Source: an optimization exercise on an open RTL-to-GDS flow (aim: a short achievable clock period and few clock cycles). Production flows keep margins and buffers that such runs may drop.
Power figures rest on the tool's default switching activity, not on a simulated workload.

==> inputs of run a <==
## cpuTop
module cpuTop (
	input  logic        clk,
	input  logic        rst,
	input  logic [17:0] wbDatIn,
	input  logic        wbAck,
	output logic [15:0] wbAdr,
	output logic [15:0] wbDatOut,
	output logic        wbWe,
	output logic        wbCyc,
	output logic        wbStb
);
	logic [15:0] bAdr, bDatOut;
	logic        bWe, bCyc;
	localparam int CW = 5;             
	localparam int CN = 1 << CW;
	localparam int TW = 16 - CW;
	localparam int PW = 16;            
	localparam logic [3:0] OP_ADD = 4'd2;
	localparam logic [3:0] OP_SUB = 4'd3;
	localparam logic [3:0] OP_AND = 4'd4;
	localparam logic [3:0] OP_OR = 4'd5;
	localparam logic [3:0] OP_XOR = 4'd6;
	localparam logic [3:0] OP_NOT = 4'd7;
	localparam logic [3:0] OP_LSH = 4'd8;
	localparam logic [3:0] OP_RSH = 4'd9;
	localparam logic [3:0] OP_ARSH = 4'd10;
	localparam logic [3:0] OP_PASSB = 4'd12;
	logic [15:0] regs [16];
	logic        fLow;
	logic [15:0] flagRes;              
	logic [15:0] fpc;                  
	logic [15:0] pfp;                  
	logic [CN-1:0] cV;
	logic [TW-1:0] cTag [CN];
	logic [17:0]   cDat [CN];
  ...
export LEC_CHECK = 0
export CAP_MARGIN = 20
export CORE_MARGIN = 2
export CORE_UTILIZATION = 40
export SLEW_MARGIN = 20
create_clock -name core_clock -period 11.0 [get_ports {clk}]
standard.sh (not shown) runs the stock make flow with config.mk's settings and CLKGATE_MAP_FILE= SYNTH_SCRIPT=/design/flow/synth_recipe.tcl, a recipe that flattens the netlist after the stock synthesis.
==> flow/flow/run.sh <==
#!/bin/bash
set -euo pipefail
bash standard.sh SETUP_SLACK_MARGIN=8 "BUFFER_PORTS_ARGS=-buffer_cell sky130_fd_sc_hd__buf_4" finish > make_finish.log 2>&1
==> run b (differences from run a) <==
--- a/flow/design.v
+++ b/flow/design.v
@@ -83,13 +83,13 @@
 	output logic [15:0] wbDatOut,
 	output logic        wbWe,
 	output logic        wbCyc,
 	output logic        wbStb
 );
 	logic [15:0] bAdr, bDatOut;
-	logic        bWe, bCyc;
+	logic        bWe, bIdle, bCyc;    
 	localparam int CW = 5;             
 	localparam int CN = 1 << CW;
 	localparam int TW = 16 - CW;
 	localparam int PW = 16;            
 	localparam logic [3:0] OP_ADD = 4'd2;
 	localparam logic [3:0] OP_SUB = 4'd3;
@@ -99,16 +99,17 @@
 	localparam logic [3:0] OP_NOT = 4'd7;
 	localparam logic [3:0] OP_LSH = 4'd8;
 	localparam logic [3:0] OP_RSH = 4'd9;
 	localparam logic [3:0] OP_ARSH = 4'd10;
 	localparam logic [3:0] OP_PASSB = 4'd12;
 	logic [15:0] regs [16];
-	logic        fLow;
-	logic [15:0] flagRes;              
+	logic        fLow, fNeg, fZero;
 	logic [15:0] fpc;                  
 	logic [15:0] pfp;                  
+	logic        pcV;                  
+	logic [15:0] pcAdr;
 	logic [CN-1:0] cV;
 	logic [TW-1:0] cTag [CN];
 	logic [17:0]   cDat [CN];
 	logic [CN-1:0] cJ, cR;             
 	logic        dV;
 	logic [17:0] dIr;
@@ -130,20 +131,21 @@
 	logic [3:0]  r1Idx;
 	logic        ldPend;               
 	logic [3:0]  ldDst;
 	logic        qV, qWe;              
 	logic [15:0] qAdr, qDat;
 	logic        bFetch, bLoad;        
-	assign wbCyc = bCyc;
-	assign wbStb = bCyc;
+	assign bCyc = !bIdle;
+	assign wbStb = wbCyc;
 	logic ack, busFree;
 	assign ack = bCyc & wbAck;
 	assign busFree = !bCyc | wbAck;
-	logic [15:0] A, B, S, bOp, res, memAdr, npc, flagSrc;
+	logic [15:0] A, B, S, bOp, res, memAdr, npc, npcZ, npcNZ;
 	logic [16:0] sum;
-	logic        curLow, fNeg, fZero, taken, misp, eMem, eStall, eGo;
+	logic        curLow, curNeg, curZero, takenZ, takenNZ, mispZ, mispNZ, mispO;
+	logic        misp, eMem, eStall, eGo;
 	assign A = eFwdA ? r1 : eA;
 	assign B = eFwdB ? r1 : eB;
 	assign S = eFwdS ? r1 : eS;
 	assign bOp = eSub ? ~B : B;
 	always_comb begin
 		logic [15:0] g, p, gg, pp, c;
@@ -172,26 +174,30 @@
 			OP_LSH: res = A << B[3:0];
 			OP_RSH: res = A >> B[3:0];
 			OP_ARSH: res = 16'($signed(A) >>> B[3:0]);
 			default: res = B;
 		endcase
 	end
-	assign flagSrc = r1Flag ? r1 : flagRes;
 	assign curLow = r1Flag ? r1Low : fLow;
-	assign fNeg = flagSrc[15];
-	assign fZero = flagSrc == 16'd0;
+	assign curNeg = r1Flag ? r1[15] : fNeg;
+	assign curZero = r1Flag ? (r1 == 16'd0) : fZero;
 	always_comb begin
 		case (eCond)
-			2'd0: taken = curLow | fNeg;
-			2'd1: taken = curLow | fNeg | fZero;
-			2'd2: taken = !fZero;
-			default: taken = fZero;
+			2'd0: begin takenZ = curLow | curNeg; takenNZ = curLow | curNeg; end
+			2'd1: begin takenZ = 1'b1; takenNZ = curLow | curNeg; end
+			2'd2: begin takenZ = 1'b0; takenNZ = 1'b1; end
+			default: begin takenZ = 1'b1; takenNZ = 1'b0; end
 		endcase
 	end
-	assign npc = eRet ? A : (eCall || (eJcc && taken)) ? eTarget : ePcInc;
-	assign misp = eV && (eJcc ? (taken ? !eEqT : !eEqI) : eRet ? (A != ePred) : eCall ? !eEqT : 1'b0);
+	assign npcZ = (eCall || (eJcc && takenZ)) ? eTarget : ePcInc;
+	assign npcNZ = (eCall || (eJcc && takenNZ)) ? eTarget : ePcInc;
+	assign npc = eRet ? A : curZero ? npcZ : npcNZ;
+	assign mispZ = eJcc && (takenZ ? !eEqT : !eEqI);
+	assign mispNZ = eJcc && (takenNZ ? !eEqT : !eEqI);
+	assign mispO = eRet ? (A != ePred) : (eCall && !eEqT);
+	assign misp = eV && (mispO || (curZero ? mispZ : mispNZ));
 	assign memAdr = (eAdrSel == 2'd1) ? A : (eAdrSel == 2'd2) ? A - 16'd1 : B;
 	assign eMem = eLd || eSt;
 	assign eStall = eV && eMem && qV;
 	assign eGo = eV && !eStall;
 	logic        isN, immForm, isAlu, aluWr, flagWr;
 	logic [3:0]  nsub, sop, op, rd, rs, rp, idxA, idxS;
@@ -265,13 +271,15 @@
 	assign dGo = dV && !haz && (!eV || eGo) && !misp;
 	logic [CW-1:0] fIdx, pIdx;
 	logic [CN-1:0] match;
 	logic          hit, fMatch, dFree, cInsJ, cInsR;
 	logic [17:0]   cIns;
 	logic [15:0]   predC, predW, fpcInc, pfDist;
-	logic          eIssue, pfHit, pfOk, lastF;
+	logic          eIssue, pfHit, pfOk, pfOkR, lastF;
+	logic          s2V, s2Miss, s2Free;
+	logic [15:0]   s2Adr;
 	assign fIdx = fpc[CW-1:0];
 	always_comb
 		for (int i = 0; i < CN; i++)
 			match[i] = cV[i] && cTag[i] == fpc[15:CW];
 	assign hit = match[fIdx];
 	assign cIns = cDat[fIdx];
@@ -300,78 +308,125 @@
 	assign predWNoJ = isRetIns(wbDatIn) ? regs[12] : fpcInc;
 	assign predW = isJump(wbDatIn) ? {2'b00, wbDatIn[13:0]} : predWNoJ;
 	assign pIdx = pfp[CW-1:0];
 	assign pfHit = cV[pIdx] && cTag[pIdx] == pfp[15:CW];
 	assign pfDist = pfp - fpc;
 	assign pfOk = pfDist != 16'd0 && pfDist <= 16'(PW);
+	always_ff @(posedge clk)
+		pfOkR <= pfOk;
+	assign s2Free = !s2V || !s2Miss || !pcV;
 	assign eIssue = eGo && eMem;
 	logic        sel;
 	logic [1:0]  nCyc, nWe, nBF, nBL, nQV, nIssF, nIssP, nToQ, nDV, nDLoad, nLd;
 	logic [15:0] nAdr [2];
 	logic [15:0] pA [2];
 	logic [15:0] pD [2];
 	logic [1:0]  pW;
 	logic [15:0] nDat [2];
 	logic [15:0] nFpc [2];
 	logic [15:0] nPred [2];
 	logic [17:0] nIr [2];
+	logic [3:0]  hCyc, hWe, hBF, hBL, hQV, hIssF, hIssP, hToQ, hDV, hDLoad, hLd, hPW;
+	logic [15:0] hAdr [4];
+	logic [15:0] hPA [4];
+	logic [15:0] hPD [4];
+	logic [15:0] hDat [4];
+	logic [15:0] hFpc [4];
+	logic [15:0] hPred [4];
+	logic [17:0] hIr [4];
 	for (genvar k = 0; k < 2; k++) begin : g_next
-		busNext #(.ACK(k)) i_next (
-			.wbCyc(bCyc), .wbWe(bWe), .bFetch(bFetch), .bLoad(bLoad),
-			.wbAdr(bAdr), .wbDatOut(bDatOut),
-			.qV(qV), .qWe(qWe), .qAdr(qAdr), .qDat(qDat),
-			.fMatch(fMatch), .hit(hit), .cIns(cIns), .predC(predC),
-			.wbDatIn(wbDatIn), .predW(predW),
-			.misp(misp), .npc(npc), .fpc(fpc), .dFree(dFree), .dV(dV), .dGo(dGo),
-			.eIssue(eIssue), .eSt(eSt), .eLd(eLd), .memAdr(memAdr), .stData(S),
-			.pfp(pfp), .pfOk(pfOk), .pfHit(pfHit), .ldPend(ldPend), .dGoLd(dGo && isLd),
-			.nWbCyc(nCyc[k]), .nWbWe(nWe[k]), .nBFetch(nBF[k]), .nBLoad(nBL[k]),
-			.nQV(nQV[k]), .issF(nIssF[k]), .issP(nIssP[k]), .toQ(nToQ[k]),
-			.nWbAdr(nAdr[k]), .nWbDatOut(nDat[k]),
-			.pAdr(pA[k]), .pDatOut(pD[k]), .pWe(pW[k]),
-			.nFpc(nFpc[k]), .nDV(nDV[k]), .dLoad(nDLoad[k]), .nDIr(nIr[k]), .nDPred(nPred[k]),
-			.nLdPend(nLd[k])
-		);
+		for (genvar h = 0; h < 2; h++) begin : g_hit
+			busNext #(.ACK(k)) i_next (
+				.wbCyc(bCyc), .wbWe(bWe), .bFetch(bFetch), .bLoad(bLoad),
+				.wbAdr(bAdr), .wbDatOut(bDatOut),
+				.qV(qV), .qWe(qWe), .qAdr(qAdr), .qDat(qDat),
+				.fMatch(fMatch), .hit(h != 0), .cIns(cIns), .predC(predC),
+				.wbDatIn(wbDatIn), .predW(predW),
+				.misp(misp), .npc(npc), .fpc(fpc), .dFree(dFree), .dV(dV), .dGo(dGo),
+				.eIssue(eIssue), .eSt(eSt), .eLd(eLd), .memAdr(memAdr), .stData(S),
+				.pfp(pcAdr), .pfOk(pcV), .pfHit(1'b0), .ldPend(ldPend), .dGoLd(dGo && isLd),
+				.nWbCyc(hCyc[k*2+h]), .nWbWe(hWe[k*2+h]), .nBFetch(hBF[k*2+h]), .nBLoad(hBL[k*2+h]),
+				.nQV(hQV[k*2+h]), .issF(hIssF[k*2+h]), .issP(hIssP[k*2+h]), .toQ(hToQ[k*2+h]),
+				.nWbAdr(hAdr[k*2+h]), .nWbDatOut(hDat[k*2+h]),
+				.pAdr(hPA[k*2+h]), .pDatOut(hPD[k*2+h]), .pWe(hPW[k*2+h]),
+				.nFpc(hFpc[k*2+h]), .nDV(hDV[k*2+h]), .dLoad(hDLoad[k*2+h]), .nDIr(hIr[k*2+h]),
+				.nDPred(hPred[k*2+h]), .nLdPend(hLd[k*2+h])
+			);
+		end
+		assign nCyc[k] = hit ? hCyc[k*2+1] : hCyc[k*2];
+		assign nWe[k] = hit ? hWe[k*2+1] : hWe[k*2];
+		assign nBF[k] = hit ? hBF[k*2+1] : hBF[k*2];
+		assign nBL[k] = hit ? hBL[k*2+1] : hBL[k*2];
+		assign nQV[k] = hit ? hQV[k*2+1] : hQV[k*2];
+		assign nIssF[k] = hit ? hIssF[k*2+1] : hIssF[k*2];
+		assign nIssP[k] = hit ? hIssP[k*2+1] : hIssP[k*2];
+		assign nToQ[k] = hit ? hToQ[k*2+1] : hToQ[k*2];
+		assign nDV[k] = hit ? hDV[k*2+1] : hDV[k*2];
+		assign nDLoad[k] = hit ? hDLoad[k*2+1] : hDLoad[k*2];
+		assign nLd[k] = hit ? hLd[k*2+1] : hLd[k*2];
+		assign pW[k] = hit ? hPW[k*2+1] : hPW[k*2];
+		assign nAdr[k] = hit ? hAdr[k*2+1] : hAdr[k*2];
+		assign pA[k] = hit ? hPA[k*2+1] : hPA[k*2];
+		assign pD[k] = hit ? hPD[k*2+1] : hPD[k*2];
+		assign nDat[k] = hit ? hDat[k*2+1] : hDat[k*2];
+		assign nFpc[k] = hit ? hFpc[k*2+1] : hFpc[k*2];
+		assign nPred[k] = hit ? hPred[k*2+1] : hPred[k*2];
+		assign nIr[k] = hit ? hIr[k*2+1] : hIr[k*2];
 	end
 	assign sel = bCyc & wbAck;
 	always_ff @(posedge clk) begin
 		if (rst) begin
-			bCyc <= 1'b0;
+			bIdle <= 1'b1;
+			wbCyc <= 1'b0;
 			bWe <= 1'b0;
 			bFetch <= 1'b0;
 			bLoad <= 1'b0;
 			qV <= 1'b0;
 			lastF <= 1'b0;
 			pfp <= 16'd1;
+			pcV <= 1'b0;
+			s2V <= 1'b0;
 			fpc <= '0;
 			dV <= 1'b0;
 			eV <= 1'b0;
 			r1Wr <= 1'b0;
 			r1Flag <= 1'b0;
 			ldPend <= 1'b0;
 			fLow <= 1'b0;
-			flagRes <= 16'd1;
+			fNeg <= 1'b0;
+			fZero <= 1'b0;
 			for (int i = 0; i < 16; i++)
 				regs[i] <= '0;
 			cV <= '0;
 		end else begin
-			bCyc <= sel ? nCyc[1] : nCyc[0];
+			bIdle <= !(sel ? nCyc[1] : nCyc[0]);
+			wbCyc <= sel ? nCyc[1] : nCyc[0];
 			bWe <= sel ? nWe[1] : nWe[0];
 			bFetch <= sel ? nBF[1] : nBF[0];
 			bLoad <= sel ? nBL[1] : nBL[0];
 			qV <= sel ? nQV[1] : nQV[0];
 			fpc <= sel ? nFpc[1] : nFpc[0];
 			dV <= sel ? nDV[1] : nDV[0];
 			ldPend <= sel ? nLd[1] : nLd[0];
 			lastF <= sel ? nIssF[1] : nIssF[0];
-			if (lastF)
-				pfp <= bAdr + 16'd1;
-			else if (pfOk && (pfHit || (sel ? nIssP[1] : nIssP[0])))
-				pfp <= pfp + 16'd1;
-			else if (!pfOk)
+			if (lastF) begin
+				pfp <= bAdr + 16'd2;
+				s2V <= 1'b0;
+			end else if (!pfOkR) begin
 				pfp <= fpcInc;
+				s2V <= 1'b0;
+			end else if (s2Free) begin
+				pfp <= pfp + 16'd1;
+				s2V <= 1'b1;
+			end
+			if (lastF)
+				pcV <= 1'b1;
+			else if (!pcV)
+				pcV <= s2V && s2Miss;
+			else if (sel ? nIssP[1] : nIssP[0])
+				pcV <= 1'b0;
 			if (ack && bFetch)
 				cV[bAdr[CW-1:0]] <= 1'b1;
 			if (ack && bWe && cTag[bAdr[CW-1:0]] == bAdr[15:CW])
 				cV[bAdr[CW-1:0]] <= 1'b0;
 			if (dGo)
 				eV <= 1'b1;
@@ -382,13 +437,14 @@
 			if (ack && bLoad)
 				regs[ldDst] <= wbDatIn[15:0];
 			if (r1Wr)
 				regs[r1Idx] <= r1;
 			if (r1Flag) begin
 				fLow <= r1Low;
-				flagRes <= r1;
+				fNeg <= r1[15];
+				fZero <= r1 == 16'd0;
 			end
 		end
 	end
 	always_ff @(posedge clk) begin
 		bAdr <= sel ? nAdr[1] : nAdr[0];
 		bDatOut <= sel ? nDat[1] : nDat[0];
@@ -405,12 +461,20 @@
 		end
 		if (sel ? nDLoad[1] : nDLoad[0]) begin
 			dIr <= sel ? nIr[1] : nIr[0];
 			dPc <= fpc;
 			dPred <= sel ? nPred[1] : nPred[0];
 		end
+		if (lastF)
+			pcAdr <= bAdr + 16'd1;
+		else if (!pcV)
+			pcAdr <= s2Adr;
+		if (s2Free) begin
+			s2Adr <= pfp;
+			s2Miss <= !pfHit;
+		end
 		r1 <= res;
 		r1Idx <= eWIdx;
 		r1Low <= eLowSub && !sum[16];
 		if (dGo) begin
 			eOp <= dOp;
 			eSub <= dOp == OP_SUB;
==> impl_metrics.py <==
metrics = {
    "cts": {
        "post_cts_resized": 990,
    },
    "run_status": {
        "status": "no timing/DRC/antenna violations",
    },
    "power": {
        "p_per_area_mw_per_mm2": 301,
    },
    "setup_path": {
        "cp_top_family": "buffers and inverters",
    },
    "finish": {
        "multi_input_area_mm2": 0.0437,
    },
    "routing": {
        "wl_met1_um": 128000,
    },
    "sta": {
        "fin_worst_skew_ns": 0.0731,
    },
}
(the above is from run a)
==> impl_metrics.py <==
metrics = {
    "run_status": {
        "status": "no timing/DRC/antenna violations",
    },
    "finish": {
        "multi_input_area_mm2": 0.0426,
    },
    "sta": {
        "fin_worst_skew_ns": 0.0950,
    },
    "cts": {
        "post_cts_resized": 1055,
    },
}
(the above is from run b)
No functional check of the RTL was part of any run of this note.

static timing again, ports no longer ideal:
How much do the figures lean on ideal ports? The routed layouts below were timed once more, with nothing changed but the port constraints. Step 1 sets driving cells, clkbuf_16 on the clock port and buf_2 on the other inputs (assumed; they add their load-dependent delay and slew). Step 2 times the ports against the registers' clock, not the clock port: input delays grow and output delays shrink by t, the midpoint of the rising clock arrivals with the driver on. Slacks: ideal ports / drivers / drivers and shift; pairs: ideal ports / drivers.
| run | shift t [ns] | setup slack, ns | clock arrival spread, ns |
|---|---|---|---|
| run a | 0.941 | 6.793 / 6.793 / 6.437 | 0.074 / 0.074 |
| run b | 0.922 | 7.176 / 7.176 / 6.518 | 0.095 / 0.095 |
After both steps every run listed still meets setup and hold. The setup slack of run b, which loses most, moves by 0.000 ns with the drivers and by -0.658 ns with both steps.
